What follows belongs to an exercise in optimizing a design on an open flow for small area; a production flow would make more cautious choices.
RTL that was checked went through simulation tests only; none was proved equivalent to the original.
The RTL of runs 2 and 4 was laid out without a check of its function.
No activity file was given, so power comes from the tool's default toggle rates.

<file path="design/flow/design.v">
`timescale 1ns/1ps
`default_nettype none
package cpu_pkg;
    localparam logic [3:0] OP_ADD  = 4'h0;
    localparam logic [3:0] OP_SUB  = 4'h1;
    localparam logic [3:0] OP_AND  = 4'h2;
    localparam logic [3:0] OP_OR   = 4'h3;
    localparam logic [3:0] OP_XOR  = 4'h4;
    localparam logic [3:0] OP_NOT  = 4'h5;
    localparam logic [3:0] OP_SLA  = 4'h6;
    localparam logic [3:0] OP_SRA  = 4'h7;
    localparam logic [3:0] OP_LI   = 4'h8;
    localparam logic [3:0] OP_LW   = 4'h9;
    localparam logic [3:0] OP_SW   = 4'hA;
    localparam logic [3:0] OP_BIZ  = 4'hB;
    localparam logic [3:0] OP_BNZ  = 4'hC;
    localparam logic [3:0] OP_HALT = 4'hD;
    localparam logic [3:0] OP_JMP  = 4'hE;
endpackage
`default_nettype wire
`timescale 1ns/1ps
`default_nettype none
module cpu_control (
    input  logic       clk,
    input  logic       rst,
    input  logic [3:0] op,           
    input  logic       ready,
    input  logic       t,            
    output logic [3:0] ph,
    output logic       init,
    output logic       fetch,
    output logic       rot1,
    output logic       rot2,
    output logic       mem,
    output logic       in_pc,
    output logic       halted
);
    localparam logic [2:0] S_INIT  = 3'd0;   
    localparam logic [2:0] S_FETCH = 3'd1;
    localparam logic [2:0] S_WAIT  = 3'd2;   
    localparam logic [2:0] S_ROT1  = 3'd3;   
    localparam logic [2:0] S_ROT2  = 3'd4;   
    localparam logic [2:0] S_MEM   = 3'd5;   
    localparam logic [2:0] S_PC    = 3'd6;   
    localparam logic [2:0] S_HALT  = 3'd7;
    logic [2:0] st;
    logic       ph15;
    assign ph15   = (ph == 4'd15);
    assign init   = (st == S_INIT);
    assign fetch  = (st == S_FETCH);
    assign rot1   = (st == S_ROT1);
    assign rot2   = (st == S_ROT2);
    assign mem    = (st == S_MEM);
    assign in_pc  = (st == S_PC);
    assign halted = (st == S_HALT);
    always_ff @(posedge clk or negedge rst) begin
        if (!rst) begin
            st <= S_INIT;
            ph <= 4'd0;
        end else begin
            ph <= ph + 4'd1;
            case (st)
                S_INIT:  if (ph15) st <= S_FETCH;
                S_FETCH: if (ready) begin
                    if (op == cpu_pkg::OP_LW)        st <= S_MEM;
                    else if (op == cpu_pkg::OP_HALT) st <= S_HALT;
                    else                             st <= S_WAIT;
                end
                S_WAIT:  if (ph15) st <= S_ROT1;
                S_ROT1:  if (ph15) st <= (op == cpu_pkg::OP_SW && !t) ? S_MEM : S_ROT2;
                S_ROT2:  if (ph15) st <= S_PC;
                S_MEM:   if (ready) st <= t ? S_WAIT : S_ROT2;
                S_PC:    if (ph == 4'd7) st <= S_FETCH;
                default: st <= S_HALT;
            endcase
        end
    end
endmodule
`default_nettype wire
`timescale 1ns/1ps
`default_nettype none
module cpu_fetch_unit (
    input  logic        clk,
    input  logic        init,
    input  logic        fetch,
    input  logic        rot1,
    input  logic        rot2,
    input  logic        mem,
    input  logic        in_pc,
    input  logic [3:0]  ph,
    input  logic [15:0] mem_rdata,
    input  logic        a,           
    input  logic        sum,         
    input  logic        cout,
    input  logic        taken,
    output logic        t,
    output logic        c,
    output logic        immbit,
    output logic        w0,
    output logic        w1,
    output logic        pc0,
    output logic [7:0]  mem_addr,
    output logic [15:0] mem_wdata,
    output logic        mem_we
);
    logic [7:0]  pc;
    logic [7:0]  imm;
    logic [15:0] w;
    logic        ldsel;      
    assign ldsel  = mem | (rot1 & t);
    assign immbit = ph[3] ? imm[7] : imm[ph[2:0]];
    assign w0     = w[0];
    assign w1     = w[1];
    assign pc0    = pc[0];
    assign mem_addr  = ldsel ? imm : pc;
    assign mem_wdata = w;
    assign mem_we    = mem & ~t;
    always_ff @(posedge clk) begin
        if (fetch) imm <= mem_rdata[7:0];
        if (init || in_pc) pc <= {sum & ~init, pc[7:1]};
        if (rot1 || rot2) w <= {(rot1 & t) ? mem_rdata[ph] : a, w[15:1]};
        c <= cout;
        if (fetch)     t <= (mem_rdata[15:12] == cpu_pkg::OP_LW);
        else if (rot2) t <= taken;
    end
endmodule
`default_nettype wire
`timescale 1ns/1ps
`default_nettype none
module cpu_regfile (
    input  logic        clk,
    input  logic [3:0]  we_lo,    
    input  logic [3:0]  we_hi,    
    input  logic        wbit,     
    input  logic [3:0]  ra,       
    output logic        a         
);
    logic [15:0] regs [16];
    logic [15:0] cur;
    always_ff @(posedge clk) begin
        for (int i = 0; i < 16; i++) begin
            regs[i] <= {(we_lo[i % 4] & we_hi[i / 4]) ? wbit : regs[i][0], regs[i][15:1]};
        end
    end
    always_comb begin
        for (int i = 0; i < 16; i++) cur[i] = regs[i][0];
    end
    assign a = cur[ra];
endmodule
`default_nettype wire
`timescale 1ns/1ps
`default_nettype none
module cpu_execute (
    input  logic [3:0] op,
    input  logic       init,
    input  logic       in_pc,
    input  logic       ph0,
    input  logic       ph15,
    input  logic       a,        
    input  logic       w0,       
    input  logic       w1,       
    input  logic       immbit,   
    input  logic       pc0,      
    input  logic       t,        
    input  logic       c,        
    output logic       sum,
    output logic       cout,
    output logic       wbit,     
    output logic       taken     
);
    logic is_sub, is_br, xa, xb, cin;
    assign is_sub = (op == cpu_pkg::OP_SUB);
    assign is_br  = (op == cpu_pkg::OP_BIZ) | (op == cpu_pkg::OP_BNZ);
    assign xa = in_pc ? pc0 : a;
    always_comb begin
        if (in_pc)                       xb = t & immbit;
        else if (is_br)                  xb = 1'b1;      
        else if (op == cpu_pkg::OP_SLA)  xb = a;         
        else                             xb = w0 ^ is_sub;
    end
    assign cin  = ph0 ? (in_pc | is_sub) : c;
    assign sum  = xa ^ xb ^ cin;
    assign cout = (xa & xb) | (xa & cin) | (xb & cin);
    always_comb begin
        case (op)
            cpu_pkg::OP_ADD, cpu_pkg::OP_SUB: wbit = sum;
            cpu_pkg::OP_AND: wbit = a & w0;
            cpu_pkg::OP_OR:  wbit = a | w0;
            cpu_pkg::OP_XOR: wbit = a ^ w0;
            cpu_pkg::OP_NOT: wbit = ~a;
            cpu_pkg::OP_SLA: wbit = cin;
            cpu_pkg::OP_SRA: wbit = ph15 ? w0 : w1;
            cpu_pkg::OP_LI:  wbit = immbit;
            default:         wbit = w0;          
        endcase
        if (init) wbit = 1'b0;
    end
    assign taken = (op == cpu_pkg::OP_JMP) | ((op == cpu_pkg::OP_BIZ) & ~cout)
                 | ((op == cpu_pkg::OP_BNZ) & cout);
endmodule
`default_nettype wire
`timescale 1ns/1ps
`default_nettype none
module cpu_top (
    input  logic                   clk,
    input  logic                   rst,
    output logic [8-1:0] mem_addr,
    output logic [16-1:0] mem_wdata,
    output logic                   mem_we,
    output logic                   mem_req_valid,
    input  logic                   mem_req_ready,
    input  logic [16-1:0] mem_rdata,
    output logic                   halted
);
    logic [3:0] ph;
    logic       init, fetch, rot1, rot2, mem, in_pc;
    logic       t, c, immbit, w0, w1, pc0, sum, cout, wbit, taken, a;
    logic [3:0] op;
    logic [3:0] ra;
    logic [3:0] we_lo, we_hi;
    logic       wr;
    assign op = mem_rdata[15:12];
    assign mem_req_valid = fetch | mem;
    cpu_control control_inst (
        .clk    (clk),
        .rst    (rst),
        .op     (op),
        .ready  (mem_req_ready),
        .t      (t),
        .ph     (ph),
        .init   (init),
        .fetch  (fetch),
        .rot1   (rot1),
        .rot2   (rot2),
        .mem    (mem),
        .in_pc  (in_pc),
        .halted (halted)
    );
    cpu_fetch_unit fetch_inst (
        .clk       (clk),
        .init      (init),
        .fetch     (fetch),
        .rot1      (rot1),
        .rot2      (rot2),
        .mem       (mem),
        .in_pc     (in_pc),
        .ph        (ph),
        .mem_rdata (mem_rdata),
        .a         (a),
        .sum       (sum),
        .cout      (cout),
        .taken     (taken),
        .t         (t),
        .c         (c),
        .immbit    (immbit),
        .w0        (w0),
        .w1        (w1),
        .pc0       (pc0),
        .mem_addr  (mem_addr),
        .mem_wdata (mem_wdata),
        .mem_we    (mem_we)
    );
    cpu_execute execute_inst (
        .op     (op),
        .init   (init),
        .in_pc  (in_pc),
        .ph0    (ph == 4'd0),
        .ph15   (ph == 4'd15),
        .a      (a),
        .w0     (w0),
        .w1     (w1),
        .immbit (immbit),
        .pc0    (pc0),
        .t      (t),
        .c      (c),
        .sum    (sum),
        .cout   (cout),
        .wbit   (wbit),
        .taken  (taken)
    );
    always_comb begin
        if (rot1 && op <= cpu_pkg::OP_XOR)
            ra = mem_rdata[3:0];
        else if (op == cpu_pkg::OP_SW || op == cpu_pkg::OP_BIZ || op == cpu_pkg::OP_BNZ)
            ra = mem_rdata[11:8];
        else
            ra = mem_rdata[7:4];
    end
    assign wr = rot2 & (op <= cpu_pkg::OP_LW);
    always_comb begin
        for (int i = 0; i < 4; i++) begin
            we_lo[i] = init | (wr & (mem_rdata[9:8] == 2'(i)));
            we_hi[i] = init | (mem_rdata[11:10] == 2'(i));
        end
    end
    cpu_regfile regfile_inst (
        .clk   (clk),
        .we_lo (we_lo),
        .we_hi (we_hi),
        .wbit  (wbit),
        .ra    (ra),
        .a     (a)
    );
endmodule
`default_nettype wire
</file>
<file path="design/flow/flow/run.sh">
#!/bin/bash
set -euo pipefail
export BUFFER_PORTS_ARGS="-buffer_cell sky130_fd_sc_hd__buf_1"
export CTS_ARGS="-sink_clustering_enable -repair_clock_nets -dont_use_dummy_load -buf_list sky130_fd_sc_hd__clkbuf_4 -sink_clustering_size 12 -sink_clustering_max_diameter 40"
bash standard.sh synth > synth.log 2>&1
bash standard.sh floorplan > floorplan.log 2>&1
RES=orfs/results/$FLOW_PLATFORM/cpu_top/base
LIB_FILE=$FLOW_HOME/platforms/$FLOW_PLATFORM/lib/sky130_fd_sc_hd__tt_025C_1v80.lib \
ODB_IN=$RES/2_floorplan.odb ODB_OUT=$RES/2_floorplan.odb \
  openroad -no_init -exit flow/downsize.tcl > downsize.log 2>&1
bash standard.sh finish > finish.log 2>&1
</file>
<file path="design/flow/flow/downsize.tcl">
# Swap every combinational standard cell for the smallest-area cell of the same
# function (same base name, other drive strength); flip-flops are left alone.
# Later repair steps upsize again wherever slew, capacitance or timing need it.
read_db $::env(ODB_IN)
read_liberty $::env(LIB_FILE)
set db [ord::get_db]
set best [dict create]
foreach lib [$db getLibs] {
  foreach m [$lib getMasters] {
    set n [$m getName]
    if {![regexp {^(sky130_fd_sc_hd__[a-z0-9]+)_([0-9]+)$} $n -> base drive]} { continue }
    set area [expr {[$m getWidth] * [$m getHeight]}]
    if {![dict exists $best $base] || $area < [lindex [dict get $best $base] 1]} {
      dict set best $base [list $n $area]
    }
  }
}
set swapped 0
foreach inst [[ord::get_db_block] getInsts] {
  set m [$inst getMaster]
  set n [$m getName]
  if {![regexp {^(sky130_fd_sc_hd__[a-z0-9]+)_([0-9]+)$} $n -> base drive]} { continue }
  if {[regexp {^sky130_fd_sc_hd__(df|edf|sdf|dl|sdl|tap|fill|decap|conb|diode|clk)} $n]} { continue }
  if {![dict exists $best $base]} { continue }
  set b [lindex [dict get $best $base] 0]
  set area [expr {[$m getWidth] * [$m getHeight]}]
  if {$b ne $n && [lindex [dict get $best $base] 1] < $area} {
    replace_cell [$inst getName] $b
    incr swapped
  }
}
puts "downsize: swapped $swapped cells"
write_db $::env(ODB_OUT)
</file>
<file path="design/flow/standard.sh">
#!/bin/bash
# synth_recipe.tcl (not shown) runs the flow's synth.tcl, then flattens the netlist and writes it again
# the make line also repeats each setting of config.mk as NAME=value (left out here)
make -C /OpenROAD-flow-scripts/flow DESIGN_CONFIG=/design/flow/config.mk WORK_HOME=/design/flow/orfs CLKGATE_MAP_FILE= SYNTH_SCRIPT=/design/flow/synth_recipe.tcl "${@:-finish}"
</file>
<file path="design/flow/config.mk">
export PLATFORM = sky130hd
export DESIGN_NAME = cpu_top
export DESIGN_NICKNAME = cpu_top
export VERILOG_FILES = /design/flow/design.v
export SDC_FILE = /design/flow/constraint.sdc
export NUM_CORES = 4
export LEC_CHECK = 0
export CAP_MARGIN = 20
export CORE_MARGIN = 2
export CORE_UTILIZATION = 40
export SLEW_MARGIN = 20
export SYNTH_HIERARCHICAL = 1
</file>
<file path="design/flow/constraint.sdc">
create_clock -name core_clock -period 10.0 [get_ports {clk}]
set_input_delay 2.0000 -clock core_clock [delete_from_list [all_inputs] [get_ports {clk}]]
set_output_delay 2.0000 -clock core_clock [all_outputs]
set_load 0.01 [all_outputs]
</file>
==> results of run 1 <==
-- layer usage --
layer / part of all wire / track usage / routed length [um]
met1: 0.49 / 0.166 / 5970
met2: 0.42 / 0.168 / 5130
met3: 0.063 / 0.0352 / 766
met4: 0.023 / 0.0520 / 281
met5: 0 / 0 / 0
-- Yosys stat by module (local to each module, per instance) --
module          flops+latches  area [sq um]  cells
cpu_execute                 0           317     48
cpu_control                 7           475     52
cpu_top                     0           263     39
cpu_fetch_unit             34          1400     67
cpu_regfile               256          5500    296
-- kinds of logic after synthesis --
logic type / Yosys count / share of synthesized area
buffers and inverters: 19 / 0.0131
DFF: 297 / 0.793
and+or+nand+nor: 87 / 0.0615
xor gates and xnor gates: 3 / 0.00330
muxes: 44 / 0.0813
AOI/OAI and AO/OA: 48 / 0.0403
adders and majority gates: 4 / 0.00724
-- power by group --
part	switching [uW]	internal (uW)	total [uW]	leakage, uW
Combinational	157	99.7	257	0.000642
Sequential	52.3	1330	1380	0.00247
Clock	324	158	482	0.000156
-- cells in the mapped netlist (2+ instances only) --
cell type,n
dfxtp_1,257
edfxtp_1,33
mux2_2,25
nand2_1,25
nor2_1,12
mux4_1,10
o21ai_0,10
inv_1,9
nand3_1,9
mux2i_1,8
dfrtp_1,7
nor3_1,7
a21oi_1,6
a31oi_1,6
o21bai_1,6
nand2b_1,5
or2_2,4
a21o_1,3
buf_6,3
clkbuf_1,3
ha_1,3
a221o_1,2
a22oi_1,2
and3_1,2
and3b_1,2
buf_2,2
buf_4,2
nand3b_1,2
nand4_1,2
nor2b_1,2
o21a_1,2
o21ai_1,2
xnor2_1,2
-- state kept, by name, summed over array words and instances (netlist names) --
register           cells
control_inst.ph        4
fetch_inst.w          16
fetch_inst.pc          8
fetch_inst.c           1
fetch_inst.imm         8
regfile_inst.regs    256
control_inst.st        3
fetch_inst.t           1
-- through the flow --
step | utilization | power [uW] | hold slack, ns | instances | setup WS [ns]
floorplan | - | 1580 | 0.310 | 502 | 4.19
global placement | 0.427 | 1660 | 0.311 | 802 | 2.92
detailed placement | 0.427 | 1660 | 0.312 | 802 | 2.76
CTS | 0.440 | 2150 | 0.288 | 836 | 3.37
global route | 0.441 | 2240 | 0.275 | 837 | 3.28
finish | 0.441 | 2120 | 0.289 | 837 | 3.68
-- area by class of cell --
cell class              instances  area [sq um]
clock buffers                  34           255
fillers                      1759         10900
inverters                       9          33.8
multi-input cells             186          1470
flip-flops and latches        297          6310
well taps                     265           332
repair buffers                 46           176
-- worst paths after layout --
path                       slack, ns                  endpoint                startpoint  depth (start not counted)
max                             3.68  regfile_inst.regs[6][15]             mem_rdata[13]                         18
max in group asynchronous       8.39        control_inst.st[2]                       rst                          1
max reg2reg                     4.58  regfile_inst.regs[6][15]        control_inst.st[2]                         19
min in group asynchronous       1.28        control_inst.ph[1]                       rst                          1
min reg2reg                     0.29  regfile_inst.regs[2][13]  regfile_inst.regs[2][14]                          0
min                             0.29  regfile_inst.regs[2][13]  regfile_inst.regs[2][14]                          0
-- layout by cell type (no fill, tap or decap), drive strengths merged, types with 2 or more instances in the layout --
cell and n:
mux2i 8, nand2 25, or3 2, a21o 3, nor3 7, and3 2, buf 45, a221o 2
ha 3, o21bai 6, mux2 25, and3b 3, inv 9, nor2 12, or2 5, and2 2
o21a 2, xnor2 2, nand2b 6, mux4 11, a31oi 6, dfrtp 7, a211oi 2, nor2b 3
clkbuf 35, a22oi 2, o21ai 12, dfxtp 257, edfxtp 33, nand3b 2, nand4 2, nand3 9
a21oi 7
-- worst max-delay path, stage by stage --
cell,delay [ns]
buf_1,0.58
and3b_1,0.31
o21ai_0,0.12
a31oi_1,0.54
mux4_2,0.59
mux2i_1,0.15
mux2i_1,0.19
nor4bb_1,0.31
a31oi_1,0.07
o31ai_1,0.24
nor2_1,0.09
fa_1,0.49
nor2_1,0.11
nor3_1,0.06
a211oi_1,0.28
a21oi_1,0.14
clkbuf_4,0.21
mux2_2,0.27
==> run_results.csv, run 1 <==
group,metric,value,unit
outcome,outcome,"finished clean",
clock_network,clk_path_buf_depth,3,
floorplan,core_area,19500,sq um
clock_network,cts_tree,"built",
placed_design,finalWeightedCongestion,0.835,
sta,worst_pin_slew,0.903,ns
yosys,netlist_top_cells_area,"dfxtp_1 65%, edfxtp_1 12%, mux2_2 3.5%, mux4_1 3.3%, dfrtp_1 2.2%",
global_routing,grt_max_degree,21,
global_routing,grt_pass1_wl,19800,um
clock_network,clock_latency,0.61,ns
worst_setup_path,critPathArrivalTime,6.78,ns
floorplan,die_y,145,um
sta,max-slew-margin-rel,0.396,
worst_setup_path,cp-end-kind,"register",
sta,hold_viol,0,
sta,finalCriticalPeriod,6.32,ns
power_and_ir_drop,ir_drop,0.112,mV
floorplan,initial_core_util,0.409,
clock_network,ctsResizeCount,0,
worst_setup_path,worst_setup_path_start_kind,"primary input",
yosys,ys_seq_elements,297,
detailed_routing,vias,3809,
floorplan,dieWidth,145,um
sta,max_freq,0.158,GHz
yosys,ys_warn_count,12,
global_routing,overflow,0,
yosys,synthArstFlopShare,0.0236,
sta,finalCritPeriodShare,0.632,
job,drv_cap,0,
sta,rsz0062_at_grt,"no",
worst_setup_path,cp_max_fo,20,
sta,setup_tns,0,ns
worst_setup_path,critical_path_class,"primary input to register",
final_layout,final_area,8580,sq um
sta,setup_viol,0,
clock_network,hold_buffers,0,
yosys,synth_fp_nets,525,
clock_network,cts_sinks,297,
placed_design,port_buffers,45,
clock_network,cts_root_buf,"clkbuf_4",
final_layout,diodes,0,
yosys,synthFlopType,"dfxtp_1",
worst_setup_path,critPathRequiredTime,10.46,ns
final_layout,fin_nets,597,
detailed_routing,ant_nets,0,
detailed_routing,drt_first_pass_iters,6,
yosys,synth_edf_count,33,
yosys,ys_seq_area_frac,0.793,
sta,drv_slew,0,
detailed_routing,viasPerCell,4.55,
yosys,synth_top_area_share,0.647,
sta,skew,0.0915,ns
power_and_ir_drop,p_leak,0.00327,uW
clock_network,cts_setup_buffers,0,
floorplan,fp-row-count,51,
power_and_ir_drop,cellPowerDensity,247,nW/um^2
detailed_routing,drc_errors,0,
placed_design,placed_area,8310,sq um
yosys,netlist_instances,502,
placed_design,hpwlAfterDp,7980,um
final_layout,drive_gt1_frac,0.135,
yosys,ys_types,60,
yosys,yosysTopAreaCell,"dfxtp_1",
global_routing,grt_pass1_vias,3732,
yosys,mappedNetlistArea,7960,sq um
yosys,syn_avg_cell_area,15.8,sq um
floorplan,io-pin-count,46,
clock_network,ctsHtreeMaxLevel,2,
detailed_routing,wl_per_cell,14.5,um
final_layout,area_growth,7.86,%
detailed_routing,drt_iter0_drc,223,
clock_network,clk_pin_slew,0.11,ns
global_routing,antenna_found_initial,0,
clock_network,cts_buffers,34,
global_routing,grt.total_usage,0.118,
detailed_routing,wirelength,12200,um
hold_path,min_path_type,"register to register",
floorplan,die-area,21000,sq um
==> run 2: changes to the inputs <==
--- a/design/flow/design.v
+++ b/design/flow/design.v
@@ -168,33 +168,30 @@
     output logic       wbit,     
     output logic       taken     
 );
-    logic is_sub, is_br, xa, xb, cin;
-    assign is_sub = (op == cpu_pkg::OP_SUB);
-    assign is_br  = (op == cpu_pkg::OP_BIZ) | (op == cpu_pkg::OP_BNZ);
+    logic is_sub, is_br, is_logic, is_or, xa, xb, cin, cinit;
+    assign is_sub   = (op == cpu_pkg::OP_SUB);
+    assign is_br    = (op == cpu_pkg::OP_BIZ) | (op == cpu_pkg::OP_BNZ);
+    assign is_logic = ~in_pc & (op >= cpu_pkg::OP_AND) & (op <= cpu_pkg::OP_NOT);
+    assign is_or    = (op == cpu_pkg::OP_OR);
     assign xa = in_pc ? pc0 : a;
     always_comb begin
-        if (in_pc)                       xb = t & immbit;
-        else if (is_br)                  xb = 1'b1;      
-        else if (op == cpu_pkg::OP_SLA)  xb = a;         
-        else                             xb = w0 ^ is_sub;
+        if (in_pc)                                            xb = t & immbit;
+        else if (is_br || op == cpu_pkg::OP_NOT)              xb = 1'b1;
+        else if (op == cpu_pkg::OP_SLA)                       xb = a;
+        else                                                  xb = w0 ^ is_sub;
     end
-    assign cin  = ph0 ? (in_pc | is_sub) : c;
-    assign sum  = xa ^ xb ^ cin;
-    assign cout = (xa & xb) | (xa & cin) | (xb & cin);
+    assign cinit = in_pc | is_sub | is_or;
+    assign cin   = (ph0 | is_logic) ? cinit : c;
+    assign sum   = xa ^ xb ^ cin;
+    assign cout  = (xa & xb) | (xa & cin) | (xb & cin);
+    logic whi, wlo;
+    assign whi = op[0] ? w0 : immbit;                                    
     always_comb begin
-        case (op)
-            cpu_pkg::OP_ADD, cpu_pkg::OP_SUB: wbit = sum;
-            cpu_pkg::OP_AND: wbit = a & w0;
-            cpu_pkg::OP_OR:  wbit = a | w0;
-            cpu_pkg::OP_XOR: wbit = a ^ w0;
-            cpu_pkg::OP_NOT: wbit = ~a;
-            cpu_pkg::OP_SLA: wbit = cin;
-            cpu_pkg::OP_SRA: wbit = ph15 ? w0 : w1;
-            cpu_pkg::OP_LI:  wbit = immbit;
-            default:         wbit = w0;          
-        endcase
-        if (init) wbit = 1'b0;
+        if (op[2:0] == 3'd7)       wlo = ph15 ? w0 : w1;                 
+        else if (op[2:1] == 2'b01) wlo = cout;                           
+        else                       wlo = sum;
     end
+    assign wbit = ~init & (op[3] ? whi : wlo);
     assign taken = (op == cpu_pkg::OP_JMP) | ((op == cpu_pkg::OP_BIZ) & ~cout)
                  | ((op == cpu_pkg::OP_BNZ) & cout);
 endmodule
==> run 2 against run 1 <==
Die area decreased by 0.28%; still clean; register-to-register slack improved by 0.38 ns; clock power about the same; fmax increased by 6.5%; critical path type unchanged; routed wire length decreased by 3.2%; design area decreased by 0.29%.
==> run_results.csv, run 2 <==
group,metric,value,unit
detailed_routing,viasPerCell,4.58,
placed_design,placed_area,8280,sq um
yosys,ys_warn_count,12,
global_routing,antenna_found_initial,0,
placed_design,hpwlAfterDp,7790,um
global_routing,grt_pass1_wl,18600,um
sta,finalCritPeriodShare,0.593,
clock_network,cts_buffers,35,
worst_setup_path,crit_path_frequent_cell,"mux2i_1",
yosys,yosys-top-cells-count,"257 x dfxtp_1, 33 x edfxtp_1, 26 x mux2_2, 23 x nand2_1, 10 x mux4_1",
placed_design,finalWeightedCongestion,0.846,
global_routing,overflow,0,
hold_path,min_path_type,"register to register",
yosys,synth_top_family_by_area,"multiplexers",
floorplan,initial_core_util,0.408,
sta,finalCriticalPeriod,5.93,ns
clock_network,cts_setup_buffers,0,
final_layout,drive_gt1_frac,0.139,
clock_network,cts_tree,"built",
clock_network,cts_sinks,297,
floorplan,die_y,145,um
sta,worst_pin_slew,0.988,ns
clock_network,cts_root_buf,"clkbuf_4",
sta,drv_slew,0,
yosys,ys_seq_elements,297,
detailed_routing,drt_first_pass_iters,4,
yosys,netlist_instances,493,
worst_setup_path,cp-end-kind,"register",
yosys,synthXorXnorAreaFrac,0.00331,
clock_network,clk_path_buf_depth,3,
final_layout,diodes,0,
sta,skew,0.0614,ns
floorplan,io-pin-count,46,
clock_network,clk_pin_slew,0.10,ns
final_layout,fin_nets,585,
worst_setup_path,critPathArrivalTime,6.46,ns
worst_setup_path,critical_path_class,"primary input to register",
detailed_routing,vias,3786,
worst_setup_path,critPathMaxStageDelay,0.60,ns
floorplan,dieWidth,145,um
clock_network,clock_latency,0.60,ns
final_layout,final_common_cell,"dfxtp_1",
yosys,yosysTopAreaCell,"dfxtp_1",
final_layout,reg.largest.list,"regfile_inst.regs (256), fetch_inst.w (16)",
yosys,synth_compound_area_frac,0.0397,
outcome,outcome,"finished clean",
sta,setup_viol,0,
job,drv_cap,0,
power_and_ir_drop,cellPowerDensity,234,nW/um^2
global_routing,grt_max_degree,22,
floorplan,die-area,21000,sq um
yosys,mappedNetlistArea,7930,sq um
floorplan,core_area,19500,sq um
yosys,synth_most_common_cell,"dfxtp_1",
power_and_ir_drop,p_total,2000,uW
yosys,ys_types,57,
power_and_ir_drop,p_leak,0.00327,uW
sta,rsz0062_at_grt,"no",
worst_setup_path,path_buf_inv,1,
yosys,syn_avg_cell_area,16.1,sq um
worst_setup_path,critPathTopFamily,"compound AO/OA/AOI/OAI gates",
final_layout,largest_reg_flops,256,
sta,max_freq,0.169,GHz
yosys,synth_edf_count,33,
worst_setup_path,path_cells,"buf_1, and4bb_1, o21ai_0, a31oi_1, mux4_2, mux2i_1, mux2i_1, nand4bb_1, a21oi_1, a211oi_1, fa_1, a21o_1, a31oi_2, mux2_2",
detailed_routing,wirelength,11800,um
detailed_routing,wl_per_cell,14.2,um
final_layout,area_growth,7.85,%
detailed_routing,drt_iter0_drc,190,
yosys,synthMuxAreaShare,0.0830,
clock_network,ctsResizeCount,0,
worst_setup_path,crit_slowest_cell,"buf_1",
clock_network,hold_buffers,0,
sta,max-slew-margin-rel,0.339,
placed_design,pre_cts_ws,3.13,ns
worst_setup_path,cp_max_fo,21,
worst_setup_path,worst_setup_path_start_kind,"primary input",
global_routing,grt_pass1_vias,3710,
floorplan,fp-row-count,51,
final_layout,final_cell_mix,"257 x dfxtp_1, 45 x buf_1, 35 x clkbuf_4",
global_routing,grt.total_usage,0.115,
yosys,ys_seq_area_frac,0.796,
final_layout,final_area,8560,sq um
sta,hold_viol,0,
sta,setup_tns,0,ns
clock_network,ctsHtreeMaxLevel,2,
yosys,netlist_top_cells_area,"dfxtp_1 65%, edfxtp_1 12%, mux2_2 3.7%, mux4_1 3.3%, dfrtp_1 2.2%",
worst_setup_path,critPathRequiredTime,10.52,ns
placed_design,port_buffers,45,
sta,layout_setup_ws,4.07,ns
yosys,synthAdderAreaFrac,0.00410,
power_and_ir_drop,ir_drop,0.0981,mV
detailed_routing,ant_nets,0,
yosys,synth_fp_nets,514,
yosys,synthFlopType,"dfxtp_1",
yosys,synth_top_area_share,0.649,
detailed_routing,drc_errors,0,
yosys,synth-simple-area-share,0.0596,
yosys,synthArstFlopShare,0.0236,
final_layout,largest_register,"regfile_inst.regs",
run 2: Yosys stat by module, one instance, submodules excluded:
module	flops+latches	cell area (sq um)
cpu_execute	0	294
cpu_fetch_unit	34	1400
cpu_regfile	256	5500
cpu_control	7	475
cpu_top	0	263
run 2: per-layer routing:
| layer | GRT usage | share of wire | up-vias | routed length, um |
|---|---|---|---|---|
| met1 | 0.154 | 0.48 | 1806 | 5600 |
| met5 | 0 | 0 | - | 0 |
| met3 | 0.0359 | 0.068 | 26 | 801 |
| li1 | - | - | 1832 | - |
| met4 | 0.0562 | 0.024 | 0 | 278 |
| met2 | 0.171 | 0.43 | 122 | 5090 |
run 2: cell type report:
class	instances	area, sq um
clock buffers	35	263
flip-flops and latches	297	6310
repair buffers	45	169
well taps	265	332
inverters	9	33.8
multi-input cells	176	1450
fillers	1727	10900
run 2: through the flow:
| stage | hold WS [ns] | utilization | cells |
|---|---|---|---|
| 2_1_floorplan | 0.310 | - | 493 |
| 3_3_place_gp | 0.310 | 0.426 | 792 |
| 3_5_place_dp | 0.312 | 0.426 | 792 |
| 4_1_cts | 0.269 | 0.439 | 827 |
| 5_1_grt | 0.273 | 0.440 | 827 |
| 6_report | 0.265 | 0.440 | 827 |
run 2: worst paths after layout:
kind                                                  to  cells after the start  slack, ns                     start
worst min register to register  regfile_inst.regs[9][11]                      0       0.27  regfile_inst.regs[9][12]
min in group asynchronous             control_inst.st[2]                      1       1.29                       rst
worst max register to register  regfile_inst.regs[7][15]                     15       4.96        control_inst.st[2]
worst min-delay path            regfile_inst.regs[9][11]                      0       0.27  regfile_inst.regs[9][12]
max in group asynchronous             control_inst.ph[0]                      1       8.43                       rst
worst max-delay path            regfile_inst.regs[7][15]                     14       4.07             mem_rdata[15]
run 2: where the power goes:
part / internal, uW / switching [uW]
registers: 1290 / 34.9
clock network: 162 / 320
logic: 75.7 / 118
run 2: kinds of logic after synthesis:
kind of cell,after synthesis
simple gates,80
xor+xnor,3
flops,297
fa+ha+maj,2
buf+inv,20
compound gates,46
mux,45
==> run 3: changes to the inputs <==
--- a/design/flow/design.v
+++ b/design/flow/design.v
@@ -70,7 +70,7 @@
                 S_ROT1:  if (ph15) st <= (op == cpu_pkg::OP_SW && !t) ? S_MEM : S_ROT2;
                 S_ROT2:  if (ph15) st <= S_PC;
                 S_MEM:   if (ready) st <= t ? S_WAIT : S_ROT2;
-                S_PC:    if (ph == 4'd7) st <= S_FETCH;
+                S_PC:    if (ph15) st <= S_FETCH;
                 default: st <= S_HALT;
             endcase
         end
@@ -117,7 +117,7 @@
     assign mem_we    = mem & ~t;
     always_ff @(posedge clk) begin
         if (fetch) imm <= mem_rdata[7:0];
-        if (init || in_pc) pc <= {sum & ~init, pc[7:1]};
+        if (init || (in_pc && !ph[3])) pc <= {sum & ~init, pc[7:1]};
         if (rot1 || rot2) w <= {(rot1 & t) ? mem_rdata[ph] : a, w[15:1]};
         c <= cout;
         if (fetch)     t <= (mem_rdata[15:12] == cpu_pkg::OP_LW);
==> run 3 against run 2 <==
Still clean on timing, DRC and antenna; combinational power is 65% higher; fmax fell by 2.4%; cell count is 0.12% higher; routed wire length grew 3.9%; sequential share of layout area rose by 0.18 points; critical path depth stayed put; clock skew up 0.026 ns; highest routed layer unchanged.
==> run_results.csv, run 3 <==
group,metric,value,unit
outcome,outcome,"finished clean",
clock_network,clk_pin_slew,0.11,ns
yosys,mappedNetlistArea,7910,sq um
clock_network,cts_root_buf,"clkbuf_4",
detailed_routing,ant_nets,0,
detailed_routing,drt_first_pass_iters,4,
detailed_routing,drt_iter0_drc,247,
worst_setup_path,crit_cells,14,
final_layout,largest_register,"regfile_inst.regs",
floorplan,io-pin-count,46,
sta,max-slew-margin-rel,0.394,
placed_design,hpwlAfterDp,8090,um
floorplan,dieWidth,145,um
sta,fin_hold_ws,0.282,ns
yosys,ys_seq_elements,297,
yosys,yosys-top-cells-count,"257 x dfxtp_1, 33 x edfxtp_1, 26 x mux2_2, 21 x nand2_1, 12 x inv_1",
yosys,synth_most_common_cell,"dfxtp_1",
yosys,synth_top_area_share,0.650,
worst_setup_path,critPathArrivalTime,6.60,ns
power_and_ir_drop,p_leak,0.00328,uW
final_layout,final_cell_mix,"257 x dfxtp_1, 45 x buf_1, 35 x clkbuf_4",
hold_path,hold_path.startpoint,"regfile_inst.regs[1][6]",
global_routing,grt.total_usage,0.121,
clock_network,ctsResizeCount,0,
global_routing,antenna_found_initial,0,
final_layout,drive_gt1_frac,0.137,
sta,finalCritPeriodShare,0.608,
placed_design,placed_area,8270,sq um
yosys,synthArstFlopShare,0.0236,
detailed_routing,vias,3814,
detailed_routing,drc_errors,0,
yosys,ys_types,53,
worst_setup_path,critPathRequiredTime,10.53,ns
yosys,ys_warn_count,12,
floorplan,core_area,19500,sq um
yosys,yosysTopAreaCell,"dfxtp_1",
final_layout,area_growth,7.86,%
final_layout,fin_cells,828,
power_and_ir_drop,ir_drop,0.136,mV
clock_network,cts_tree,"built",
clock_network,clock_latency,0.61,ns
yosys,synth_fp_nets,514,
floorplan,die_y,145,um
clock_network,cts_sinks,297,
yosys,syn_avg_cell_area,16.0,sq um
worst_setup_path,critical_path_class,"primary input to register",
worst_setup_path,critPathTopFamily,"compound AO/OA/AOI/OAI gates",
worst_setup_path,crit_slowest_cell,"buf_1",
clock_network,cts_buffers,35,
worst_setup_path,path_cells,"buf_1, and4bb_1, o21ai_0, a31oi_1, mux4_2, mux2i_1, mux2i_1, nand4bb_1, a21oi_1, a211oi_1, fa_1, a21o_1, a31oi_2, mux2_2",
final_layout,post-route-util,0.439,
final_layout,largest_reg_flops,256,
floorplan,die-area,20900,sq um
clock_network,clk_path_buf_depth,3,
final_layout,final_area,8530,sq um
sta,drv_slew,0,
final_layout,reg.largest.list,"regfile_inst.regs (256), fetch_inst.w (16)",
worst_setup_path,r2r-end,"regfile_inst.regs[6][15]",
worst_setup_path,crit_path_frequent_cell,"mux2i_1",
final_layout,final_common_cell,"dfxtp_1",
placed_design,finalWeightedCongestion,0.768,
final_layout,n_fill_cell,1764,
sta,rsz0062_at_grt,"no",
global_routing,overflow,0,
detailed_routing,viasPerCell,4.61,
global_routing,grt_pass1_wl,19200,um
worst_setup_path,r2r_slack,4.96,ns
power_and_ir_drop,cellPowerDensity,276,nW/um^2
sta,max_freq,0.165,GHz
clock_network,cts_setup_buffers,0,
yosys,netlist_top_cells_area,"dfxtp_1 65%, edfxtp_1 13%, mux2_2 3.7%, mux4_1 3.3%, dfrtp_1 2.2%",
detailed_routing,wl_per_cell,14.8,um
sta,setup_viol,0,
worst_setup_path,critPathMaxStageDelay,0.66,ns
final_layout,diodes,0,
placed_design,port_buffers,45,
sta,hold_viol,0,
clock_network,ctsHtreeMaxLevel,2,
job,drv_cap,0,
placed_design,placed_cells,793,
detailed_routing,wirelength,12200,um
worst_setup_path,rr_worst_depth,15,
yosys,ys_seq_area_frac,0.798,
global_routing,grt_pass1_vias,3829,
global_routing,grt_max_degree,21,
worst_setup_path,cp-end-kind,"register",
hold_path,hold_depth,0,
sta,skew,0.0877,ns
floorplan,fp-row-count,51,
worst_setup_path,path_buf_inv,1,
worst_setup_path,worst_setup_path_start_kind,"primary input",
hold_path,min_path_type,"register to register",
sta,setup_tns,0,ns
yosys,netlist_instances,493,
worst_setup_path,cp_max_fo,20,
yosys,synthFlopType,"dfxtp_1",
sta,finalCriticalPeriod,6.08,ns
sta,worst_pin_slew,0.909,ns
yosys,synth_edf_count,33,
worst_setup_path,r2r-start,"control_inst.st[1]",
hold_path,holdPathEnd,"regfile_inst.regs[1][5]",
clock_network,hold_buffers,0,
floorplan,initial_core_util,0.407,
final_layout,fin_nets,586,
-- run 3: cell type report --
cell class,count,area [sq um],area share
inverter,12,45.0,0.00528
clock buffer,35,263,0.0308
sequential,297,6310,0.739
multi-input combinational,173,1410,0.165
tap,265,332,0.0389
timing repair buffer,46,174,0.0204
-- run 3: power by group --
part	internal, uW	total, uW	switching [uW]	leakage (uW)
combinational	127	321	193	0.000639
sequential	1460	1550	90.1	0.00248
clock	162	482	320	0.000161
-- run 3: per-module statistics from Yosys, one instance, submodules excluded --
module,cells,copies in the design
cpu_top,39,1
cpu_execute,39,1
cpu_control,51,1
cpu_regfile,296,1
cpu_fetch_unit,68,1
-- run 3: worst max-delay path by stage --
stage | startpoint | to
2_1_floorplan | mem_rdata[13] | regfile_inst.regs[0][15]
3_3_place_gp | mem_rdata[14] | regfile_inst.regs[8][15]
3_5_place_dp | mem_rdata[14] | regfile_inst.regs[6][15]
4_1_cts | mem_rdata[14] | regfile_inst.regs[6][15]
5_1_grt | mem_rdata[14] | regfile_inst.regs[6][15]
6_report | mem_rdata[14] | regfile_inst.regs[6][15]
-- run 3: through the flow --
stage	power, uW	setup WS [ns]
floorplan	1790	4.54
global placement	1880	3.25
detailed placement	1900	3.00
CTS	2390	3.61
global route	2500	3.57
finish	2350	3.92
-- run 3: cell families after synthesis --
logic type | synth area share
AOI/OAI and AO/OA | 0.0395
xor gates and xnor gates | 0.00443
adders and majority gates | 0.00411
buffers and inverters | 0.0161
DFF | 0.798
muxes | 0.0819
and+or+nand+nor | 0.0563
-- run 3: layer usage --
metal / track usage / part of all wire / vias up
li1: - / - / 1829
met4: 0.0567 / 0.028 / 0
met1: 0.157 / 0.47 / 1831
met5: 0 / 0 / -
met2: 0.183 / 0.43 / 123
met3: 0.0391 / 0.071 / 31
==> run 4: changes to the inputs <==
--- a/design/flow/design.v
+++ b/design/flow/design.v
@@ -37,12 +37,12 @@
 );
     localparam logic [2:0] S_INIT  = 3'd0;   
     localparam logic [2:0] S_FETCH = 3'd1;
-    localparam logic [2:0] S_WAIT  = 3'd2;   
-    localparam logic [2:0] S_ROT1  = 3'd3;   
-    localparam logic [2:0] S_ROT2  = 3'd4;   
-    localparam logic [2:0] S_MEM   = 3'd5;   
-    localparam logic [2:0] S_PC    = 3'd6;   
-    localparam logic [2:0] S_HALT  = 3'd7;
+    localparam logic [2:0] S_WAIT  = 3'd4;   
+    localparam logic [2:0] S_ROT1  = 3'd5;   
+    localparam logic [2:0] S_ROT2  = 3'd6;   
+    localparam logic [2:0] S_MEM   = 3'd2;   
+    localparam logic [2:0] S_PC    = 3'd7;   
+    localparam logic [2:0] S_HALT  = 3'd3;
     logic [2:0] st;
     logic       ph15;
     assign ph15   = (ph == 4'd15);
==> run 4 against run 3 <==
Routed wire length is 0.47% higher; largest cell class unchanged; cell count rose by 0.24%; area after synthesis rose by 0.41%; non-clock buffer count unchanged; synthesized cell count rose by 0.41%; sequential share of layout area is 0.18 points lower; clock power increased by 0.8%; register-to-register slack lost 0.03 ns; via count fell by 1.3%; highest routed layer unchanged; critical path depth stayed put; still clean; sequential power shrank 19%.
==> run_results.csv, run 4 <==
group,metric,value,unit
outcome,outcome,"finished clean",
clock_network,ctsHtreeMaxLevel,2,
worst_setup_path,critPathTopFamily,"compound AO/OA/AOI/OAI gates",
clock_network,cts_tree,"built",
global_routing,grt_pass1_wl,20000,um
power_and_ir_drop,seqPwrFrac,0.683,
clock_network,ctsResizeCount,0,
sta,hold_viol,0,
power_and_ir_drop,ir_drop,0.117,mV
final_layout,largest_reg_flops,256,
sta,worst_pin_slew,0.895,ns
global_routing,overflow,0,
final_layout,area_growth,7.69,%
floorplan,initial_core_util,0.408,
power_and_ir_drop,p_int,1440,uW
floorplan,fp-row-count,51,
worst_setup_path,path_cells,"buf_1, and4bb_1, o21ai_0, a31oi_1, mux4_2, mux2i_1, mux2i_1, nand4bb_1, a21oi_1, a211oi_1, fa_1, a21o_1, a31oi_2, mux2_2",
global_routing,grt.total_usage,0.120,
floorplan,dieWidth,145,um
yosys,synth_edf_count,33,
yosys,yosys-top-cells-count,"257 x dfxtp_1, 33 x edfxtp_1, 26 x mux2_2, 23 x nand2_1",
clock_network,cts_sinks,297,
yosys,syn_avg_cell_area,16.1,sq um
power_and_ir_drop,swShare,0.218,
yosys,synthFlopType,"dfxtp_1",
detailed_routing,wl_per_cell,14.8,um
clock_network,hold_buffers,0,
detailed_routing,drt_first_pass_iters,4,
final_layout,n_fill_cell,1739,
placed_design,finalWeightedCongestion,0.803,
detailed_routing,drc_errors,0,
clock_network,clock_latency,0.60,ns
floorplan,core_area,19500,sq um
power_and_ir_drop,power.share.clock,0.265,
placed_design,port_buffers,45,
power_and_ir_drop,p_sw,400,uW
yosys,synth_top_family_by_area,"multiplexers",
detailed_routing,vias,3766,
final_layout,fin_nets,588,
worst_setup_path,critical_path_class,"primary input to register",
yosys,netlist_instances,495,
yosys,synthAdderAreaFrac,0.00409,
clock_network,cts_buffers,35,
global_routing,grt_max_degree,22,
yosys,synth_top_area_share,0.648,
worst_setup_path,crit_slowest_cell,"buf_1",
worst_setup_path,critPathRequiredTime,10.54,ns
sta,drv_slew,0,
final_layout,drive_gt1_frac,0.138,
clock_network,cts_root_buf,"clkbuf_4",
yosys,synthXorXnorAreaFrac,0.00441,
yosys,ys_seq_area_frac,0.794,
clock_network,clk_pin_slew,0.11,ns
global_routing,antenna_found_initial,0,
worst_setup_path,critPathArrivalTime,6.57,ns
worst_setup_path,critPathMaxStageDelay,0.65,ns
sta,finalCritPeriodShare,0.604,
detailed_routing,ant_nets,0,
power_and_ir_drop,p_comb_frac,0.053,
clock_network,cts_setup_buffers,0,
floorplan,die_y,145,um
yosys,synth-simple-area-share,0.0591,
floorplan,die-area,21000,sq um
floorplan,io-pin-count,46,
power_and_ir_drop,cellPowerDensity,215,nW/um^2
hold_path,min_path_type,"register to register",
yosys,ys_warn_count,12,
worst_setup_path,cp-end-kind,"register",
clock_network,clk_path_buf_depth,3,
worst_setup_path,cp_max_fo,21,
sta,max-slew-margin-rel,0.403,
final_layout,final_common_cell,"dfxtp_1",
yosys,ys_types,54,
yosys,synth_fp_nets,516,
detailed_routing,wirelength,12300,um
sta,setup_viol,0,
yosys,netlist_top_cells_area,"dfxtp_1 65%, edfxtp_1 12%, mux2_2 3.7%, mux4_1 3.3%, dfrtp_1 2.2%",
power_and_ir_drop,p_total,1840,uW
final_layout,final_cell_mix,"257 x dfxtp_1, 45 x buf_1, 35 x clkbuf_4",
sta,finalCriticalPeriod,6.04,ns
final_layout,diodes,0,
yosys,ys_seq_elements,297,
detailed_routing,drt_iter0_drc,270,
global_routing,grt_pass1_vias,3828,
sta,skew,0.0577,ns
yosys,synth_most_common_cell,"dfxtp_1",
final_layout,reg.largest.list,"regfile_inst.regs (256), fetch_inst.w (16)",
sta,setup_tns,0,ns
final_layout,largest_register,"regfile_inst.regs",
worst_setup_path,path_buf_inv,1,
worst_setup_path,crit_path_frequent_cell,"mux2i_1",
yosys,mappedNetlistArea,7950,sq um
job,drv_cap,0,
yosys,synth_compound_area_frac,0.0384,
worst_setup_path,worst_setup_path_start_kind,"primary input",
yosys,yosysTopAreaCell,"dfxtp_1",
yosys,synthArstFlopShare,0.0236,
sta,rsz0062_at_grt,"no",
sta,max_freq,0.166,GHz
placed_design,hpwlAfterDp,8150,um
power_and_ir_drop,p_leak,0.00328,uW
detailed_routing,viasPerCell,4.54,
yosys,synthMuxAreaShare,0.0828,
-- run 4: cell types whose count changed after synthesis, moves of 2 or more --
cell	previous run	this run
and2_1	0	2
nand2_1	21	23
o22ai_1	2	0
buf_6	4	6
nand2b_1	6	4
inv_1	12	10
-- run 4: final timing paths --
check / start / to / slack, ns / cells after the start
worst max register to register: control_inst.st[0] / regfile_inst.regs[15][15] / 4.93 / 15
min in group asynchronous: rst / control_inst.ph[0] / 1.29 / 1
worst max-delay path: mem_rdata[15] / regfile_inst.regs[15][15] / 3.96 / 14
worst min-delay path: regfile_inst.regs[1][12] / regfile_inst.regs[1][11] / 0.27 / 0
worst min register to register: regfile_inst.regs[1][12] / regfile_inst.regs[1][11] / 0.27 / 0
max in group asynchronous: rst / control_inst.st[2] / 8.36 / 1
-- run 4: worst reg2reg max path, stage by stage, from the launching register on --
cell and delay [ns]:
dfrtp_1 0.59, nand2b_1 0.16, nor2_1 0.32, nand2b_1 0.19, or2_0 0.32, a31oi_1 0.55, mux4_2 0.59, mux2i_1 0.14
mux2i_1 0.14, nand4bb_1 0.13, a21oi_1 0.10, a211oi_1 0.32, fa_1 0.50, a21o_1 0.18, a31oi_2 0.49, mux2_2 0.28
-- run 4: power groups by stage --
stage	sequential (uW)	clock, uW	combinational (uW)
6_report	1250	486	96.8
5_1_grt	1260	564	107
4_1_cts	1260	517	97.0
3_5_place_dp	1280	0	97.0
3_3_place_gp	1280	0	94.5
2_1_floorplan	1280	0	68.5
-- run 4: layer usage --
layer / GRT usage / routed length (um)
met3: 0.0393 / 853
met4: 0.0535 / 305
met2: 0.182 / 5360
met5: 0 / 0
met1: 0.156 / 5760
-- run 4: layout make-up --
class,instances,area [sq um],share of cell area
inverter,10,37.5,0.00439
timing repair buffer,46,176,0.0206
sequential,297,6310,0.738
multi-input combinational,177,1440,0.168
tap,265,332,0.0388
clock buffer,35,263,0.0307
-- run 4: Yosys stat by module, one instance, submodules excluded --
module	copies in the design	cell area (sq um)	flip-flops and latches	cells inside
cpu_fetch_unit	1	1400	34	68
cpu_execute	1	294	0	39
cpu_regfile	1	5500	256	296
cpu_top	1	263	0	39
cpu_control	1	483	7	53
-- run 4: cell families after synthesis --
kind of cell / after synthesis
XOR/XNOR: 4
buffers and inverters: 21
AO/OA/AOI/OAI: 45
multiplexers: 45
flip-flops: 297
adder cells (fa/ha/maj): 2
AND/OR/NAND/NOR: 81
-- run 4: through the flow --
stage	instance area, sq um	hold slack, ns	util	std cells	worst slack [ns]
final	8560	0.269	0.440	830	3.96
after global routing	8560	0.271	0.440	830	3.70
after CTS	8550	0.274	0.439	830	3.66
after detailed placement	8290	0.312	0.426	795	3.03
after global placement	8290	0.310	0.426	795	3.31
after floorplan	7950	0.310	-	495	4.54
==> run 5: changes to the inputs <==
--- a/design/flow/design.v
+++ b/design/flow/design.v
@@ -37,12 +37,12 @@
 );
     localparam logic [2:0] S_INIT  = 3'd0;   
     localparam logic [2:0] S_FETCH = 3'd1;
-    localparam logic [2:0] S_WAIT  = 3'd4;   
-    localparam logic [2:0] S_ROT1  = 3'd5;   
-    localparam logic [2:0] S_ROT2  = 3'd6;   
-    localparam logic [2:0] S_MEM   = 3'd2;   
-    localparam logic [2:0] S_PC    = 3'd7;   
-    localparam logic [2:0] S_HALT  = 3'd3;
+    localparam logic [2:0] S_WAIT  = 3'd2;   
+    localparam logic [2:0] S_ROT1  = 3'd3;   
+    localparam logic [2:0] S_ROT2  = 3'd4;   
+    localparam logic [2:0] S_MEM   = 3'd5;   
+    localparam logic [2:0] S_PC    = 3'd6;   
+    localparam logic [2:0] S_HALT  = 3'd7;
     logic [2:0] st;
     logic       ph15;
     assign ph15   = (ph == 4'd15);
==> design/flow/flow/run.sh (replaced) <==
#!/bin/bash
# The standard flow's layout with four changes:
#  - synthesis is the standard synthesis script, except that ABC maps the
#    logic with an area-oriented script (flow/abc_area.script); registers,
#    their names and cells are as in the standard synthesis;
#  - the smallest buffer on every input and output port;
#  - a clock tree without dummy loads;
#  - after floorplanning, every combinational cell swapped to the smallest
#    cell of its function (the later repair steps upsize where needed).
# Each step logs to its own file in this folder.
set -euo pipefail
export BUFFER_PORTS_ARGS="-buffer_cell sky130_fd_sc_hd__buf_1"
export CTS_ARGS="-sink_clustering_enable -repair_clock_nets -dont_use_dummy_load -buf_list sky130_fd_sc_hd__clkbuf_4 -sink_clustering_size 12 -sink_clustering_max_diameter 40"
HERE=$PWD
{
  echo "proc abc {args} { set i [lsearch \$args -script]; if {\$i >= 0} { lset args [expr {\$i + 1}] $HERE/flow/abc_area.script }; yosys abc {*}\$args }"
  cat synth_recipe.tcl
} > own_synth.tcl
sed "s|SYNTH_SCRIPT=[^ ]*|SYNTH_SCRIPT=$HERE/own_synth.tcl|" standard.sh > own_standard.sh
bash own_standard.sh synth > synth.log 2>&1
bash own_standard.sh floorplan > floorplan.log 2>&1
RES=orfs/results/$FLOW_PLATFORM/cpu_top/base
LIB_FILE=$FLOW_HOME/platforms/$FLOW_PLATFORM/lib/sky130_fd_sc_hd__tt_025C_1v80.lib \
ODB_IN=$RES/2_floorplan.odb ODB_OUT=$RES/2_floorplan.odb \
  openroad -no_init -exit flow/downsize.tcl > downsize.log 2>&1
bash own_standard.sh finish > finish.log 2>&1
==> design/flow/flow/abc_area.script (new file) <==
strash
dch
amap
topo
stime -c
dnsize -c
==> run 5 against run 4 <==
Still clean on timing, DRC and antenna; synthesized cell count grew 7.5%; flip-flop and latch count is the same; sequential power shrank 3%; cell count grew 1.6%; register-to-register slack lost 0.39 ns.
==> run_results.csv, run 5 <==
group,metric,value,unit
outcome,outcome,"finished clean",
sta,setup_viol,0,
worst_setup_path,crit_cells,19,
detailed_routing,vias,4066,
yosys,yosys-top-cells-count,"257 x dfxtp_1, 45 x clkinv_1, 33 x edfxtp_1, 32 x nor2_1, 22 x o21ai_0",
detailed_routing,drt_first_pass_iters,4,
hold_path,min_path_type,"register to register",
worst_setup_path,r2r-end,"regfile_inst.regs[9][15]",
clock_network,hold_buffers,0,
yosys,ys_seq_elements,297,
yosys,ys_types,38,
placed_design,hpwlAfterDp,8250,um
job,drv_cap,0,
sta,max-slew-margin-rel,0.266,
yosys,netlist_instances,532,
worst_setup_path,critPathRequiredTime,10.55,ns
power_and_ir_drop,p_leak,0.00307,uW
worst_setup_path,worst_setup_path_start_kind,"primary input",
yosys,synth_edf_count,33,
floorplan,core_area,18800,sq um
final_layout,largest_register,"regfile_inst.regs",
sta,finalCritPeriodShare,0.689,
yosys,synth_fp_nets,553,
final_layout,n_fill_cell,1731,
floorplan,die_y,142,um
sta,finalCriticalPeriod,6.89,ns
floorplan,die-area,20300,sq um
worst_setup_path,endpoint,"regfile_inst.regs[9][15]",
floorplan,fp-row-count,50,
global_routing,antenna_found_initial,2,
sta,hold_viol,0,
clock_network,cts_buffers,31,
detailed_routing,ant_nets,0,
worst_setup_path,cp_max_fo,16,
placed_design,placed_area,8110,sq um
yosys,netlist_top_cells_area,"dfxtp_1 67%, edfxtp_1 13%, dfrtp_1 2.3%, clkinv_1 2.2%, o32a_1 2.1%",
clock_network,clk_pin_slew,0.11,ns
clock_network,cts_tree,"built",
floorplan,dieWidth,142,um
sta,worst_pin_slew,1.10,ns
clock_network,cts_sinks,297,
global_routing,grt_pass1_vias,3968,
worst_setup_path,critPathTopFamily,"compound AO/OA/AOI/OAI gates",
final_layout,reg.largest.list,"regfile_inst.regs (256), fetch_inst.w (16)",
sta,drv_slew,0,
global_routing,overflow,0,
placed_design,finalWeightedCongestion,0.825,
worst_setup_path,rr_worst_depth,19,
sta,skew,0.0368,ns
global_routing,grt_pass1_wl,20000,um
yosys,mappedNetlistArea,7660,sq um
sta,max_freq,0.145,GHz
yosys,yosysTopAreaCell,"dfxtp_1",
worst_setup_path,critPathLaunch,"mem_rdata[14]",
worst_setup_path,critPathArrivalTime,7.44,ns
global_routing,grt_max_degree,19,
detailed_routing,wirelength,12500,um
final_layout,largest_reg_flops,256,
final_layout,drive_gt1_frac,0.0544,
yosys,synthArstFlopShare,0.0236,
worst_setup_path,path_cells,"buf_1, clkinv_1, and3_1, a21oi_1, o22ai_1, o21ai_0, clkinv_1, a22oi_1, o22ai_1, a22oi_1, o21ai_0, a21oi_1, o311ai_0, o21ai_0, fa_1, nand2_1, a31oi_1, a211oi_2, o32a_1",
clock_network,cts_setup_buffers,0,
worst_setup_path,crit_path_frequent_cell,"o21ai_0",
yosys,synth_top_area_share,0.672,
detailed_routing,viasPerCell,4.82,
worst_setup_path,r2r-start,"control_inst.st[0]",
sta,setup_tns,0,ns
final_layout,fin_nets,630,
clock_network,clock_latency,0.64,ns
yosys,ys_warn_count,12,
final_layout,final_common_cell,"dfxtp_1",
clock_network,clk_path_buf_depth,3,
clock_network,ctsHtreeMaxLevel,1,
power_and_ir_drop,ir_drop,0.141,mV
power_and_ir_drop,cellPowerDensity,204,nW/um^2
final_layout,final_area,8360,sq um
sta,rsz0062_at_grt,"no",
detailed_routing,wl_per_cell,14.8,um
yosys,syn_avg_cell_area,14.4,sq um
global_routing,grt.total_usage,0.124,
worst_setup_path,cp-end-kind,"register",
detailed_routing,drt_iter0_drc,220,
final_layout,area_growth,9.10,%
worst_setup_path,critPathMaxStageDelay,0.91,ns
worst_setup_path,r2r_slack,4.54,ns
detailed_routing,drc_errors,0,
worst_setup_path,path_buf_inv,3,
yosys,synthFlopType,"dfxtp_1",
final_layout,post-route-util,0.445,
floorplan,io-pin-count,46,
clock_network,cts_root_buf,"clkbuf_4",
sta,fin_hold_ws,0.295,ns
final_layout,final_cell_mix,"257 x dfxtp_1, 45 x clkinv_1, 45 x buf_1",
floorplan,initial_core_util,0.408,
clock_network,ctsResizeCount,0,
worst_setup_path,critical_path_class,"primary input to register",
yosys,synth_most_common_cell,"dfxtp_1",
worst_setup_path,crit_slowest_cell,"a211oi_2",
yosys,ys_seq_area_frac,0.824,
placed_design,port_buffers,45,
[run 5: changes by cell type in the layout (fill, tap and decap cells not counted), moves of 5 or more]
cell	previous run	this run
o21bai_1	7	0
o21ai_0	9	22
o22ai_1	0	15
clkinv_1	0	45
mux2_2	26	0
a22oi_1	0	18
o221ai_1	0	5
a22o_1	0	6
mux2i_1	8	0
nor2_1	10	32
mux4_2	11	0
o32a_1	0	16
inv_1	10	0
[run 5: per-layer routing]
layer / global-route usage / wire length (um) / up-vias
li1: - / - / 2012
met5: 0 / 0 / -
met4: 0.0505 / 323 / 0
met1: 0.178 / 6290 / 1905
met2: 0.181 / 5210 / 120
met3: 0.0289 / 670 / 29
[run 5: cell families after synthesis]
kind of cell             count (synthesis)  share of synthesized area
flip-flops                             297                      0.824
adder cells (fa/ha/maj)                  2                    0.00425
buffers and inverters                   47                     0.0240
AO/OA/AOI/OAI                          108                      0.102
AND/OR/NAND/NOR                         78                     0.0461
[run 5: cell type report]
type | count | area (sq um) | share of cell area
Tap cell | 234 | 293 | 0.0350
Timing Repair Buffer | 46 | 176 | 0.0211
Inverter | 45 | 169 | 0.0202
Sequential cell | 297 | 6310 | 0.755
Clock buffer | 31 | 233 | 0.0278
Multi-Input combinational cell | 188 | 1170 | 0.140
Antenna cell | 2 | 5.00 | 0.000599
[run 5: per-stage QoR]
step / total power, uW / setup WS (ns) / std cells
final: 1700 / 3.11 / 843
after global placement: 1270 / 2.97 / 809
after CTS: 1730 / 3.24 / 840
after floorplan: 1250 / 3.55 / 532
after global routing: 1780 / 2.60 / 843
after detailed placement: 1270 / 2.55 / 809
[run 5: worst min path at each step]
stage	endpoint	slack (ns)	cells after the start	startpoint
after floorplan	regfile_inst.regs[0][0]	0.31	0	regfile_inst.regs[0][1]
after global placement	regfile_inst.regs[1][13]	0.31	0	regfile_inst.regs[1][14]
after detailed placement	regfile_inst.regs[2][11]	0.31	0	regfile_inst.regs[2][12]
after CTS	regfile_inst.regs[8][9]	0.30	0	regfile_inst.regs[8][10]
after global routing	regfile_inst.regs[7][9]	0.30	0	regfile_inst.regs[7][10]
final	regfile_inst.regs[8][9]	0.29	0	regfile_inst.regs[8][10]
[run 5: Yosys stat by module (local to each module, per instance)]
module,flip-flops and latches,cells inside,area (sq um)
cpu_top,0,41,200
cpu_execute,0,41,214
cpu_regfile,256,314,5490
cpu_control,7,48,393
cpu_fetch_unit,34,88,1360
[run 5: power breakdown]
| part | total (uW) | switching [uW] | leakage (uW) | internal (uW) |
|---|---|---|---|---|
| clock | 460 | 318 | 0.000143 | 143 |
| combinational | 32.0 | 23.5 | 0.000472 | 8.58 |
| sequential | 1210 | 1.35 | 0.00245 | 1210 |
[run 5: worst reg2reg max path, delay by kind of cell (launching register included)]
kind,cells,cell delay (ns)
fa+ha+maj,1,0.47
flops,1,0.47
buf+inv,1,0.45
compound gates,12,3.12
simple gates,5,0.91
==> run 6: changes to the inputs <==
==> design/flow/flow/abc_area.script (replaced) <==
strash
dch -f
amap
topo
stime -c
dnsize -c
==> run 6 against run 5 <==
Still clean on timing, DRC and antenna; non-clock buffer count did not move; flip-flop and latch count unchanged; total power grew 0.63%; area after synthesis hardly changed; core utilization is essentially flat; critical path type unchanged.
==> run_results.csv, run 6 <==
group,metric,value,unit
outcome,outcome,"finished clean",
detailed_routing,vias,4045,
yosys,yosysTopAreaCell,"dfxtp_1",
clock_network,hold_buffers,0,
placed_design,finalWeightedCongestion,0.855,
global_routing,grtUsageMet3,0.0340,
worst_setup_path,r2r_slack,4.83,ns
worst_setup_path,critPathRequiredTime,10.58,ns
clock_network,cts_setup_buffers,0,
sta,hold_viol,0,
yosys,synth_most_common_cell,"dfxtp_1",
power_and_ir_drop,p_leak,0.00311,uW
yosys,synth-simple-area-share,0.0594,
worst_setup_path,rr_worst_depth,21,
sta,finalCriticalPeriod,5.92,ns
floorplan,die_y,142,um
worst_setup_path,critPathMaxStageDelay,0.47,ns
final_layout,drive_gt1_frac,0.0510,
detailed_routing,viasPerCell,4.70,
worst_setup_path,r2r-end,"regfile_inst.regs[2][15]",
global_routing,grt_use_met1,0.173,
sta,max-slew-margin-rel,0.333,
clock_network,ctsHtreeMaxLevel,1,
power_and_ir_drop,ir_drop,0.128,mV
clock_network,cts_root_buf,"clkbuf_4",
sta,worst_pin_slew,0.997,ns
sta,setup_viol,0,
hold_path,min_path_type,"register to register",
hold_path,hold_path.startpoint,"regfile_inst.regs[15][11]",
final_layout,reg.largest.list,"regfile_inst.regs (256), fetch_inst.w (16)",
detailed_routing,wirelength,12500,um
yosys,ys_warn_count,12,
clock_network,cts_buffers,31,
clock_network,ctsResizeCount,0,
yosys,netlist_instances,552,
worst_setup_path,crit_slowest_cell,"fa_1",
clock_network,cts_sinks,297,
yosys,synth_compound_area_frac,0.0865,
hold_path,hold_depth,0,
clock_network,clock_latency,0.65,ns
clock_network,clk_pin_slew,0.11,ns
final_layout,largest_register,"regfile_inst.regs",
global_routing,top_usage_layer,"met2",
floorplan,fp-row-count,50,
yosys,synthXorXnorAreaFrac,0,
yosys,syn_avg_cell_area,13.9,sq um
sta,setup_tns,0,ns
floorplan,initial_core_util,0.408,
yosys,synthArstFlopShare,0.0236,
worst_setup_path,r2r-start,"control_inst.st[0]",
detailed_routing,drc_errors,0,
detailed_routing,wl_per_cell,14.5,um
floorplan,die-area,20300,sq um
sta,skew,0.0458,ns
worst_setup_path,critPathTopFamily,"compound AO/OA/AOI/OAI gates",
clock_network,clk_path_buf_depth,3,
global_routing,antenna_found_initial,0,
yosys,synthAdderAreaFrac,0.00424,
worst_setup_path,critical_path_class,"primary input to register",
global_routing,grt_max_degree,17,
yosys,mappedNetlistArea,7660,sq um
detailed_routing,ant_nets,0,
final_layout,final_cell_mix,"257 x dfxtp_1, 55 x nor2_1, 50 x clkinv_1",
final_layout,n_fill_cell,1705,
worst_setup_path,path_cells,"buf_1, clkinv_1, and3_1, a21o_1, a21oi_1, o22a_1, clkinv_1, a221oi_1, o21ai_0, a21oi_1, a31oi_1, a21oi_1, o311ai_0, o21ai_0, fa_1, clkinv_1, o22ai_1, a22oi_1, nor2_1, a211oi_1, clkinv_1, a21oi_1",
hold_path,holdPathEnd,"regfile_inst.regs[15][10]",
final_layout,largest_reg_flops,256,
worst_setup_path,cp-end-kind,"register",
worst_setup_path,crit_cells,22,
yosys,yosys-top-cells-count,"257 x dfxtp_1, 55 x nor2_1, 50 x clkinv_1, 33 x edfxtp_1, 29 x a21oi_1",
floorplan,core_area,18800,sq um
yosys,synth_top_area_share,0.671,
sta,drv_slew,0,
global_routing,grt_util_met2,0.189,
worst_setup_path,cp_max_fo,16,
yosys,synthMuxAreaShare,0,
final_layout,fin_nets,650,
worst_setup_path,worst_setup_path_start_kind,"primary input",
sta,finalCritPeriodShare,0.592,
yosys,ys_types,38,
clock_network,cts_tree,"built",
yosys,synth_fp_nets,573,
final_layout,final_common_cell,"dfxtp_1",
detailed_routing,drt_first_pass_iters,5,
global_routing,overflow,0,
job,drv_cap,0,
yosys,ys_seq_elements,297,
final_layout,final_area,8350,sq um
floorplan,io-pin-count,46,
power_and_ir_drop,cellPowerDensity,205,nW/um^2
yosys,ys_seq_area_frac,0.823,
worst_setup_path,path_buf_inv,5,
detailed_routing,drt_iter0_drc,221,
final_layout,diodes,0,
global_routing,grt_pass1_wl,20100,um
placed_design,placed_area,8120,sq um
placed_design,port_buffers,45,
sta,rsz0062_at_grt,"no",
sta,max_freq,0.169,GHz
global_routing,grt_pass1_vias,3945,
yosys,synth_edf_count,33,
final_layout,area_growth,8.96,%
floorplan,dieWidth,142,um
yosys,synthFlopType,"dfxtp_1",
worst_setup_path,critPathArrivalTime,6.50,ns
placed_design,hpwlAfterDp,8450,um
yosys,netlist_top_cells_area,"dfxtp_1 67%, edfxtp_1 13%, nor2_1 2.7%, clkinv_1 2.4%, dfrtp_1 2.3%",
global_routing,grt.total_usage,0.125,
yosys,synth_top_family_by_area,"compound AO/OA/AOI/OAI gates",
==> run 6: cell count changes after synthesis, moves of 9 or more <==
cell,before,now
o22a_1,3,12
a22oi_1,18,5
o32a_1,16,0
a21oi_1,9,29
nor2_1,32,55
o21ai_0,22,12
==> run 6: layout make-up <==
class                   instances  area, sq um  area share
multi-input cells             203         1150       0.138
clock buffers                  31          233      0.0279
repair buffers                 46          176      0.0211
flip-flops and latches        297         6310       0.756
inverters                      50          188      0.0225
well taps                     234          293      0.0351
==> run 6: cells by family after synthesis <==
logic type / Yosys count
adders and majority gates: 2
and+or+nand+nor: 103
AOI/OAI and AO/OA: 98
DFF: 297
buffers and inverters: 52
==> run 6: worst max path at each step <==
stage	startpoint	slack (ns)	end
floorplan	mem_rdata[14]	4.47	regfile_inst.regs[0][15]
global route	mem_rdata[14]	3.53	regfile_inst.regs[4][15]
CTS	mem_rdata[14]	4.14	regfile_inst.regs[2][15]
detailed placement	mem_rdata[14]	3.43	regfile_inst.regs[10][15]
global placement	mem_rdata[14]	3.59	regfile_inst.regs[15][15]
finish	mem_rdata[14]	4.08	regfile_inst.regs[2][15]
==> run 6: report_power, final <==
part	internal [uW]	switching [uW]
clock network	142	318
logic	14.4	27.2
registers	1210	1.62
==> run 6: metal layers <==
| layer | share of wire | vias to the layer above |
|---|---|---|
| met5 | 0 | - |
| met4 | 0.031 | 0 |
| met3 | 0.074 | 37 |
| met2 | 0.41 | 135 |
| met1 | 0.48 | 1852 |
| li1 | - | 2021 |
==> run 6: modules after synthesis (local to each module, per instance) <==
module | cell area [sq um] | cells inside | copies in the design
cpu_top | 213 | 41 | 1
cpu_execute | 224 | 43 | 1
cpu_regfile | 5480 | 330 | 1
cpu_control | 400 | 51 | 1
cpu_fetch_unit | 1350 | 87 | 1
==> run 6: stage by stage <==
step	worst slack [ns]	instances	utilization	total power, uW	hold WS, ns
final	4.08	861	0.445	1710	0.290
after global routing	3.53	861	0.445	1790	0.295
after CTS	4.14	861	0.445	1740	0.293
after detailed placement	3.43	830	0.433	1280	0.312
after global placement	3.59	830	0.433	1280	0.310
after floorplan	4.47	552	-	1260	0.310

## static timing again, ports no longer ideal
In the flow no input, the clock included, has a driving cell. The finished layouts below were timed again as built, in two steps. Step 1 assumes that a clkbuf_16 drives the clock port and a buf_2 every other input. Step 2 times the ports against the registers' clock, not the clock port: input delays grow and output delays shrink by t, the midpoint of the rising clock arrivals with the driver on. Three values: ideal, step 1, step 2; two values: the first two.
run	t, ns	setup slack, ns	worst hold slack (ns)	worst register clock-pin slew, ns	worst slew at a driven data input, ns
run 1	0.599	3.683 / 3.691 / 3.092	0.289 / 0.289 / 0.289	0.11 / 0.11	0.04
run 2	0.603	4.067 / 4.068 / 3.465	0.265 / 0.265 / 0.265	0.12 / 0.12	0.05
run 3	0.601	3.922 / 3.929 / 3.329	0.282 / 0.282 / 0.282	0.11 / 0.11	0.04
run 4	0.606	3.961 / 3.959 / 3.353	0.269 / 0.269 / 0.269	0.11 / 0.11	0.04
run 5	0.653	3.113 / 3.125 / 2.472	0.295 / 0.295 / 0.295	0.12 / 0.12	0.07
run 6	0.671	4.083 / 4.092 / 3.421	0.290 / 0.290 / 0.290	0.12 / 0.12	0.05
After both steps every run listed still meets setup and hold. The setup slack of run 6, which loses most, moves by +0.009 ns with the drivers and by -0.662 ns with both steps.
